This is an optimization exercise on Yosys and OpenROAD, whose aim is small area, a short achievable clock period and few clock cycles per item, not a production implementation.
In this exercise RTL edits were held to simulation tests only and were not proved equivalent to the original.
Power and IR drop assume default switching activity.

== lane 1 ==
// vision_approach_steering
module vision_approach_steering (
   input  logic                          clock,
   input  logic                          reset,
   input  logic                          req_valid,
   output logic                          req_stall,
   input  logic [34:0]                   req_data,
   output logic                          rsp_valid,
   input  logic                          rsp_stall,
   output logic [39:0]                   rsp_data,
   input  logic                          csr_valid,
   output logic                          csr_ready,
   input  logic [2:0]                    csr_index,
   input  logic [15:0]                   csr_wdata
);
   logic [14:0] speed_gain_ff, close_threshold_ff, search_floor_ff, search_decay_ff;
   logic [15:0] turn_gain_ff;
   logic        turn_neg;
   logic [23:0] tg_b, dc_b;
   logic [7:0]  tg_neg;
   assign csr_ready = 1'b1;
   always_ff @(posedge clock) begin
      if (reset) begin
         speed_gain_ff      <= RST_SPEED_GAIN;
         close_threshold_ff <= RST_CLOSE_THRESHOLD;
         search_floor_ff    <= RST_SEARCH_FLOOR;
         search_decay_ff    <= RST_SEARCH_DECAY;
         turn_gain_ff       <= RST_TURN_GAIN;
      end else if (csr_valid) begin
         case (csr_index)
            3'd0: speed_gain_ff <= csr_wdata[14:0];
            3'd1: turn_gain_ff  <= csr_wdata;
            3'd2: close_threshold_ff <= csr_wdata[14:0];
            3'd3: search_floor_ff    <= csr_wdata[14:0];
            3'd4: search_decay_ff    <= csr_wdata[14:0];
            default: ;
         endcase
      end
   end
   logic adv;           
   logic s_v, r0_v, b_v, c_v, d_v, o_v;
   logic hz, a_fire, r0_free, take;
   assign adv       = !o_v || !rsp_stall;
  ...
export LEC_CHECK = 0
export CAP_MARGIN = 20
export CORE_MARGIN = 2
export CORE_UTILIZATION = 50
export SLEW_MARGIN = 20
create_clock -name core_clock -period 11.0 [get_ports {clock}]
standard.sh (not shown) runs the stock make flow with config.mk's settings and CLKGATE_MAP_FILE= SYNTH_SCRIPT=/design/flow/synth_recipe.tcl, a recipe that flattens the netlist after the stock synthesis.
==> flow/flow/run.sh <==
#!/bin/bash
set -uo pipefail
bash standard.sh SETUP_SLACK_MARGIN=7.0 finish > standard.log 2>&1
status=$?
tail -n 40 standard.log
exit $status
Testbench counts of lane 1, summed over its fixed seeds: cycles 4,986, items 4,800.
Modified inputs, lane 4 compared to lane 1
diff --git a/flow/design.v b/flow/design.v
--- a/flow/design.v
+++ b/flow/design.v
@@ -1,16 +1,17 @@
 package vas_pkg;
    localparam logic [14:0] RST_SPEED_GAIN      = 15'd9830;
    localparam logic [15:0] RST_TURN_GAIN       = 16'hd99a;
    localparam logic [14:0] RST_CLOSE_THRESHOLD = 15'd328;
    localparam logic [14:0] RST_SEARCH_FLOOR    = 15'd4915;
    localparam logic [14:0] RST_SEARCH_DECAY    = 15'd14746;
+   localparam logic [23:0] RST_TG_BOOTH = {8'h54, 8'h82, 8'h7d};
    localparam logic [15:0] DIR_INIT  = 16'd4915;
    localparam logic [14:0] NEAR_ZERO = 15'd328;
    localparam int unsigned IDX_TH1 = 3344;
    localparam int unsigned IDX_TH2 = 6688;
    localparam int unsigned IDX_TH3 = 10032;
    localparam int unsigned IDX_TH4 = 13375;
    function automatic logic [2:0] speed_code(input logic [2:0] row, input logic [2:0] col);
       logic [2:0] v;
       case ({row, col})
          6'o00: v = 3'd1; 6'o01: v = 3'd3; 6'o02: v = 3'd6; 6'o03: v = 3'd7; 6'o04: v = 3'd7;
@@ -879,36 +880,43 @@
    input  logic [34:0]                   req_data,
    output logic                          rsp_valid,
    input  logic                          rsp_stall,
    output logic [39:0]                   rsp_data,
    input  logic                          csr_valid,
    output logic                          csr_ready,
    input  logic [2:0]                    csr_index,
    input  logic [15:0]                   csr_wdata
 );
    logic [14:0] speed_gain_ff, close_threshold_ff, search_floor_ff, search_decay_ff;
-   logic [15:0] turn_gain_ff;
-   logic        turn_neg;
-   logic [23:0] tg_b, dc_b;
-   logic [7:0]  tg_neg;
+   logic [7:0]  tg_neg_ff, tg_one_ff, tg_two_ff;
+   logic        turn_neg_ff;
+   logic [23:0] csr_tg_b, dc_b;
    assign csr_ready = 1'b1;
+   assign csr_tg_b  = vas_pkg::booth16(csr_wdata);
    always_ff @(posedge clock) begin
       if (reset) begin
          speed_gain_ff      <= RST_SPEED_GAIN;
          close_threshold_ff <= RST_CLOSE_THRESHOLD;
          search_floor_ff    <= RST_SEARCH_FLOOR;
          search_decay_ff    <= RST_SEARCH_DECAY;
-         turn_gain_ff       <= RST_TURN_GAIN;
+         turn_neg_ff        <= RST_TURN_GAIN[15];
+         {tg_neg_ff, tg_one_ff, tg_two_ff} <= RST_TG_BOOTH;
       end else if (csr_valid) begin
          case (csr_index)
             3'd0: speed_gain_ff <= csr_wdata[14:0];
-            3'd1: turn_gain_ff  <= csr_wdata;
+            3'd1: begin
+               turn_neg_ff <= csr_wdata[15];
+               tg_neg_ff   <= csr_wdata[15] ? (~csr_tg_b[23:16] & (csr_tg_b[15:8] | csr_tg_b[7:0]))
+                                            : csr_tg_b[23:16];
+               tg_one_ff   <= csr_tg_b[15:8];
+               tg_two_ff   <= csr_tg_b[7:0];
+            end
             3'd2: close_threshold_ff <= csr_wdata[14:0];
             3'd3: search_floor_ff    <= csr_wdata[14:0];
             3'd4: search_decay_ff    <= csr_wdata[14:0];
             default: ;
          endcase
       end
    end
    logic adv;           
    logic s_v, r0_v, b_v, c_v, d_v, o_v;
    logic hz, a_fire, r0_free, take;
@@ -1087,34 +1095,31 @@
          end
       end
    end
    logic [15:0] c_t;
    logic        c_tneg;
    logic [14:0] c_spd;
    logic [2:0]  c_misc;
    always_ff @(posedge clock) begin
       if (adv) begin
          c_t    <= b_t;
-         c_tneg <= turn_neg ^ b_tneg;
+         c_tneg <= turn_neg_ff ^ b_tneg;
          c_spd  <= b_spd;
          c_misc <= b_misc;
       end
    end
    logic [31:0] c_s, c_c;
-   assign turn_neg = turn_gain_ff[15];
-   assign tg_b   = vas_pkg::booth16(turn_gain_ff);
-   assign tg_neg = turn_neg ? (~tg_b[23:16] & (tg_b[15:8] | tg_b[7:0])) : tg_b[23:16];
    vas_m2_tree u_m2 (
       .x    (c_t),
-      .bneg (tg_neg),
-      .bone (tg_b[15:8]),
-      .btwo (tg_b[7:0]),
+      .bneg (tg_neg_ff),
+      .bone (tg_one_ff),
+      .btwo (tg_two_ff),
       .kn   (!c_tneg),
       .s    (c_s),
       .c    (c_c)
    );
    logic [31:0] d_s, d_c;
    logic        d_tneg;
    logic [14:0] d_spd;
    logic [2:0]  d_misc;
    always_ff @(posedge clock) begin
       if (adv) begin
Results
Lane 4: full flow OK, the timing, DRC and antenna checks passed. Lane 1 | stages: all done | timing, DRC, antenna: all pass. When lane 4 is set beside lane 1, its area of the core turns out to be 1100 sq um larger. Of lane 4 and lane 1, it is lane 4 that has the lower total length of routed wires. Clock skew: lane 4 worse than lane 1. Vias per cell, lane 4 vs lane 1: down slightly. In lane 4 the switching share of total power turned out 0.18 points lower than in lane 1. Lane 4 consumes less power than lane 1 does. When lane 4 is set beside lane 1, its die area turns out to be about 1.3% larger. [compare] base=lane 1 new=lane 4: area of combinational cells with multiple inputs dropped 180 sq um; count of clock-buffer cells in the layout has decreased; final non-filler cell total held steady; final area went down about 0.8%; global routing usage summed across all routing layers decreased 0.29 points. Min power share of the sequential group across lane 4 and lane 1: lane 1. Looking at utilization, lane 4 sits 1.6 points below lane 1.
Testbench counts of lane 4, summed over its fixed seeds: cycles 4,986, items 4,800.

==> re-timing with driven ports <==
No port has a modelled driver above. Below, the same layouts with a new extraction and two added sets of constraints.
Step 1: set_driving_cell puts a clkbuf_16 on clock and a buf_2 on each other input, an assumption about the parent block.
Step 2, shift: input delay + t, output delay - t, t = (earliest + latest rising clock arrival at the registers) / 2. This alone moves slack from input paths to output paths.
Three values: ideal, step 1, step 2; two values: the first two.
run	t (ns)	slack for setup (ns)	worst data-port slew with drivers (ns)	cell pins on the clock port's net
lane 1	0.643	7.050 / 7.050 / 6.495	0.05	1
lane 4	0.638	6.984 / 7.003 / 6.381	0.06	1
After both steps setup and hold are still met in every run listed. For lane 4, which loses most, drivers alone change the setup slack by +0.019 ns; drivers and shift together by -0.603 ns.
